What follows belongs to an exercise in optimizing a design on an open flow for small area and a short achievable clock period; a production flow would make more cautious choices.
In this exercise RTL edits were held to simulation tests only and were not proved equivalent to the original.

the baseline:
// ex_top
module ex_top (
	input  logic                  clk_i,
	input  logic                  rst_n_i,
	input  logic                  req_valid_i,
	input  logic [31:0]           req_inst_i,
	input  logic [32-1:0]   req_pc_i,
	input  logic [32-1:0]   req_rs1_val_i,
	input  logic [32-1:0]   req_rs2_val_i,
	input  logic [32-1:0]   req_mem_rdata_i,
	output logic                  wb_wen_o,
	output logic [5-1:0] wb_rd_o,
	output logic [32-1:0]   wb_data_o,
	output logic [4-1:0]  store_wstrb_o,
	output logic [32-1:0]   store_addr_o,
	output logic [32-1:0]   store_wdata_o,
	output logic                  redirect_jump_o,
	output logic [32-1:0]   redirect_target_o
);
For scale: about 75 flip-flops, about 300 I/O pins.
export LEC_CHECK = 0
export ABC_CLOCK_PERIOD_IN_PS = 10000
export CAP_MARGIN = 20
export CORE_MARGIN = 2
export CORE_UTILIZATION = 45
export SETUP_SLACK_MARGIN = 4.5
export SLEW_MARGIN = 20
create_clock -name core_clock -period 15.0 [get_ports {clk_i}]
standard.sh (not shown) runs the stock make flow with config.mk's settings and CLKGATE_MAP_FILE= SYNTH_SCRIPT=/design/flow/synth_recipe.tcl, a recipe that flattens the netlist after the stock synthesis.
==> flow/flow/run.sh <==
#!/bin/bash
# The standard layout (the standard.sh, standard synthesis unchanged), with
# one change: the buffers that buffer_ports puts on every input and output port
# are buf_1 cells (the resizer upsizes the ones on critical paths) instead of the cell buffer_ports picks by itself.
set -euo pipefail
export BUFFER_PORTS_ARGS="-buffer_cell sky130_fd_sc_hd__buf_1"
bash standard.sh > standard_flow.log 2>&1
What the candidate does differently from the baseline at the input level:
--- a/flow/design.v
+++ b/flow/design.v
@@ -2269,17 +2269,17 @@
 );
 	logic [31:0] ins;
 	logic [2:0]  f3;
 	logic wen_ok, store_ok, branch_ok, jump;
 	logic is_op, is_opimm, is_load, is_store, is_lui, is_auipc, is_jx;
 	logic l_arith, l_op, l_branch, l_store, l_load, l_auipc, l_lui_jx, l_jx;
 	logic c_mul, c_sh, c_shl, c_shr, c_one, alu_op;
 	logic [4:0] shamt;
-	logic [31:0] dec, sh_m;
+	logic [31:0] sh_m;
 	logic [3:0] dec_lo;
 	logic [7:0] dec_hi;
 	logic c_shb;
 	logic [32-1:0] mcand;
 	logic [32-1:0] zsrc;
 	logic zinv, zen, sgn;
 	logic sa, sb;
 	logic sel_hi, sel_lo, sel_lt, sel_o;
@@ -2322,28 +2322,26 @@
 	assign l_lui_jx = ins[2] & (ins[6] | ins[5]);
 	assign c_mul = l_op & ins[25];
 	assign alu_op = l_arith & ~c_mul;
 	assign c_sh = alu_op & ~f3[1] & f3[0];
 	assign c_shl = c_sh & ~f3[2];
 	assign c_shr = c_sh & f3[2];
 	assign c_one = l_branch | (alu_op & ~f3[2] & (f3[1] | ~f3[0]));
 	assign shamt = ins[5] ? req_rs2_val_i[4:0] : ins[24:20];
+	assign c_shb = l_arith & ~(ins[5] & ins[25]) & ~f3[1] & f3[0];
 	for (genvar k = 0; k < 4; k++) begin : g_lo
 		assign dec_lo[k] = shamt[1:0] == k;
 	end
 	for (genvar k = 0; k < 8; k++) begin : g_hi
-		assign dec_hi[k] = shamt[4:2] == k;
-	end
-	for (genvar k = 0; k < 32; k++) begin : g_dec
-		assign dec[k] = dec_lo[k % 4] & dec_hi[k / 4];
+		assign dec_hi[k] = c_shb & (shamt[4:2] == k);
 	end
-	assign c_shb = l_arith & ~(ins[5] & ins[25]) & ~f3[1] & f3[0];
 	for (genvar k = 0; k < 32; k++) begin : g_mcand
-		assign sh_m[k] = c_shb & (f3[2] ? dec[(32 - k) % 32] : dec[k]);
+		assign sh_m[k] = f3[2] ? (dec_lo[((32 - k) % 32) % 4] & dec_hi[((32 - k) % 32) / 4]) :
+			(dec_lo[k % 4] & dec_hi[k / 4]);
 	end
 	assign mcand = ({32{c_mul}} & req_rs2_val_i) | sh_m | {{(32-1){1'b0}}, c_one};
 	always_comb begin
 		if (l_jx)
 			zsrc = req_pc_i;
 		else if (ins[5] & ~ins[2])
 			zsrc = req_rs2_val_i;
 		else if (ins[2])
Notes after the runs:
The candidate vs. the baseline: data required time of the critical path fell by 50 ps; setup slack has increased; instance area after placement saw a decrease; netlist area before placement fell by about 0.8%. Compared with the baseline, in the candidate number of antenna violations at the first check in global routing now smaller, final standard cell count with taps included and fillers excluded now smaller, remaining antenna violation count now sits at about the same level.

* * *

Setup of the reference run:
Another version of the RTL of ex_top (not shown whole).
Size in the first run: ~4500 cells after synthesis, about 300 I/O pins, about 0.035 sq mm of cells after synthesis.
Settings: LEC_CHECK=0, ABC_AREA=1, ABC_CLOCK_PERIOD_IN_PS=10000, CAP_MARGIN=20, CORE_MARGIN=2, CORE_UTILIZATION=45, SETUP_SLACK_MARGIN=4.5, SLEW_MARGIN=20; clock period 15.0 ns.
Scripts as last shown in full above: flow/flow/run.sh
The reference run went all the way through the flow, and no timing, DRC or antenna check failed.
Input changes introduced in the trial run (baseline for comparison: the reference run):
diff --git a/flow/design.v b/flow/design.v
--- a/flow/design.v
+++ b/flow/design.v
@@ -2272,15 +2272,16 @@
 	logic [4:0] shamt;
 	logic [31:0] sh_m;
 	logic [3:0] dec_lo;
 	logic [7:0] dec_hi;
 	logic c_shb;
 	logic [32-1:0] mcand;
 	logic [32-1:0] zsrc;
-	logic zinv, zen, sgn;
+	logic zinv, sgn;
+	logic z_arith, zs_rs2, zs_imm, zs_u;
 	logic sa, sb;
 	logic sel_hi, sel_lo, sel_lt, sel_o;
 	logic [63:0] prod;
 	logic [32-1:0] op_b;
 	logic [32-1:0] logic_res;
 	logic eq;
 	logic j_any, j_p, j_np;
@@ -2331,36 +2332,32 @@
 		assign dec_hi[k] = c_shb & (ins[5] ? (req_rs2_val_i[4:2] == k) : (ins[24:22] == k));
 	end
 	for (genvar k = 0; k < 32; k++) begin : g_mcand
 		assign sh_m[k] = f3[2] ? (dec_lo[((32 - k) % 32) % 4] & dec_hi[((32 - k) % 32) / 4]) :
 			(dec_lo[k % 4] & dec_hi[k / 4]);
 	end
 	assign mcand = ({32{c_mul}} & req_rs2_val_i) | sh_m | {{(32-1){1'b0}}, c_one};
-	always_comb begin
-		if (l_jx)
-			zsrc = req_pc_i;
-		else if (ins[5] & ~ins[2])
-			zsrc = req_rs2_val_i;
-		else if (ins[2])
-			zsrc = {ins[31:12], 12'b0};
-		else
-			zsrc = {{(32-12){ins[31]}}, ins[31:20]};
-	end
+	assign z_arith = alu_op & ~(~f3[1] & f3[0]);
+	assign zs_rs2 = l_branch | (z_arith & ins[5]);
+	assign zs_imm = z_arith & ~ins[5];
+	assign zs_u = ~ins[6] & ins[5] & ins[4] & ins[2];
+	assign zsrc = ({32{l_jx}} & req_pc_i) | ({32{zs_rs2}} & req_rs2_val_i) |
+		({32{zs_u}} & {ins[31:12], 12'b0}) |
+		({32{zs_imm}} & {{(32-12){ins[31]}}, ins[31:20]});
 	assign zinv = (l_branch & f3[2]) | (alu_op & ((ins[5] & ins[30] & ~f3[2] & ~f3[1] & ~f3[0]) |
 		(~f3[2] & f3[1])));
-	assign zen = ~(c_mul | c_sh);
 	assign sgn = l_branch ? ~f3[1] : ~f3[0];
 	assign sa = c_mul ? (f3[1] ^ f3[0]) : c_sh ? ins[30] : sgn;
 	assign sb = c_mul & ~f3[1] & f3[0];
 	ex_mul u_mul (
 		.x_i  (req_rs1_val_i),
 		.xs_i (sa),
 		.m_i  ({sb & req_rs2_val_i[32-1], mcand}),
-		.z_i  ({32+1{zen}} & ({sgn & zsrc[32-1], zsrc} ^ {32+1{zinv}})),
-		.c0_i (zinv & zen),
+		.z_i  ({sgn & zsrc[32-1], zsrc} ^ {32+1{zinv}}),
+		.c0_i (zinv),
 		.c2_i (l_jx),
 		.p_o  (prod)
 	);
 	assign op_b = ins[5] ? req_rs2_val_i : {{(32-12){ins[31]}}, ins[31:20]};
 	ex_alu u_alu (
 		.f3_i  (f3),
 		.a_i   (req_rs1_val_i),
==> comparison <==
- In the trial run relative to the reference run, number of combinational gates with multiple inputs had gone down slightly.
- Data required time at the worst endpoint: lower on the reference run
- Relative to the reference run, met1 track demand over resource in global routing increased by 2.6 points in the trial run.
- Changes observed in the trial run relative to the reference run: area of the die moved down, count of instances resized after the clock tree is built moved down, mux contribution to synthesized area level.
- On design area, the trial run and the reference run are neck and neck.
- Measured against each other, the trial run and the reference run differ in total via count after detailed routing, the higher figure coming from the reference run.
- Number of fillers in the final layout (the trial run vs. the reference run) decreases slightly
- Routed wire length improves in the trial run relative to the reference run.
- Fmax on the trial run is ahead of the reference run.
- Area after synthesis: the trial run < the reference run

* * *

ex_top, a different RTL version from the one above (not shown whole).
Size in the first run: about 4700 cells after synthesis, roughly 75 flip-flops, about 300 I/O pins, about 36000 µm² of cells after synthesis.
// ex_top
module ex_top (
	input  logic                  clk_i,
	input  logic                  rst_n_i,
	input  logic                  req_valid_i,
	input  logic [31:0]           req_inst_i,
	input  logic [32-1:0]   req_pc_i,
	input  logic [32-1:0]   req_rs1_val_i,
	input  logic [32-1:0]   req_rs2_val_i,
	input  logic [32-1:0]   req_mem_rdata_i,
	output logic                  wb_wen_o,
	output logic [5-1:0] wb_rd_o,
	output logic [32-1:0]   wb_data_o,
	output logic [4-1:0]  store_wstrb_o,
	output logic [32-1:0]   store_addr_o,
	output logic [32-1:0]   store_wdata_o,
	output logic                  redirect_jump_o,
	output logic [32-1:0]   redirect_target_o
);
export LEC_CHECK = 0
export ABC_AREA = 1
export ABC_CLOCK_PERIOD_IN_PS = 10000
export CAP_MARGIN = 20
export CORE_MARGIN = 2
export CORE_UTILIZATION = 45
export SETUP_SLACK_MARGIN = 4.5
export SLEW_MARGIN = 20
create_clock -name core_clock -period 15.0 [get_ports {clk_i}]
Scripts as last shown in full above: flow/flow/run.sh
The starting point finished clean.
Next try:
--- a/flow/design.v
+++ b/flow/design.v
@@ -2325,18 +2325,18 @@
 	assign c_sh = alu_op & ~f3[1] & f3[0];
 	assign c_shl = c_sh & ~f3[2];
 	assign c_shr = c_sh & f3[2];
 	assign c_one = l_branch | (alu_op & ~f3[2] & (f3[1] | ~f3[0]));
 	assign shamt = ins[5] ? req_rs2_val_i[4:0] : ins[24:20];
 	assign c_shb = l_arith & ~(ins[5] & ins[25]) & ~f3[1] & f3[0];
 	for (genvar k = 0; k < 4; k++) begin : g_lo
-		assign dec_lo[k] = ins[5] ? (req_rs2_val_i[1:0] == k) : (ins[21:20] == k);
+		assign dec_lo[k] = shamt[1:0] == k;
 	end
 	for (genvar k = 0; k < 8; k++) begin : g_hi
-		assign dec_hi[k] = c_shb & (ins[5] ? (req_rs2_val_i[4:2] == k) : (ins[24:22] == k));
+		assign dec_hi[k] = c_shb & (shamt[4:2] == k);
 	end
 	for (genvar k = 0; k < 32; k++) begin : g_mcand
 		assign sh_m[k] = f3[2] ? (dec_lo[((32 - k) % 32) % 4] & dec_hi[((32 - k) % 32) / 4]) :
 			(dec_lo[k % 4] & dec_hi[k / 4]);
 	end
 	assign mcand = ({32{c_mul}} & req_rs2_val_i) | sh_m | {{(32-1){1'b0}}, c_one};
 	always_comb begin
After rerunning: Sequential cell count does not change; die area barely changes; hold slack got worse by 59 ps; clock-buffer cell count is unchanged; first-iteration DRC count is higher by about 10%; design area barely changes.

[what the ideal ports hide]
How much do the figures lean on ideal ports? The routed layouts below were timed once more, with nothing changed but the port constraints.
Step 1, drivers: a clkbuf_16 drives clk_i and a buf_2 each remaining input, both assumed.
Step 2 adds t to the input delays and takes it off the output delays; t is the mean of the earliest and latest rising clock arrival at the registers after step 1. Input paths then give back, and output paths get back, about the clock's delay inside the block.
a / b / c = ideal / step 1 / step 2; a / b = the first two.
| run | t, ns | setup slack, ns | worst setup path after step 2 | slew at the worst register clock pin (ns) |
|---|---|---|---|---|
| the baseline | 0.432 | 4.372 / 4.377 / 3.945 | input to register | 0.06 / 0.06 |
| the candidate | 0.447 | 4.550 / 4.520 / 4.074 | input to register | 0.08 / 0.08 |
| the reference run | 0.458 | 4.563 / 4.608 / 4.150 | input to register | 0.09 / 0.09 |
| the trial run | 0.449 | 4.615 / 4.655 / 4.207 | input to register | 0.09 / 0.09 |
| the first run of note 3 | 0.431 | 4.591 / 4.613 / 4.182 | input to register | 0.08 / 0.08 |
| the second run of note 3 | 0.456 | 4.477 / 4.521 / 4.066 | input to register | 0.09 / 0.09 |
After both steps every run listed still meets setup and hold. The setup slack of the candidate, which loses most, moves by -0.030 ns with the drivers and by -0.476 ns with both steps.
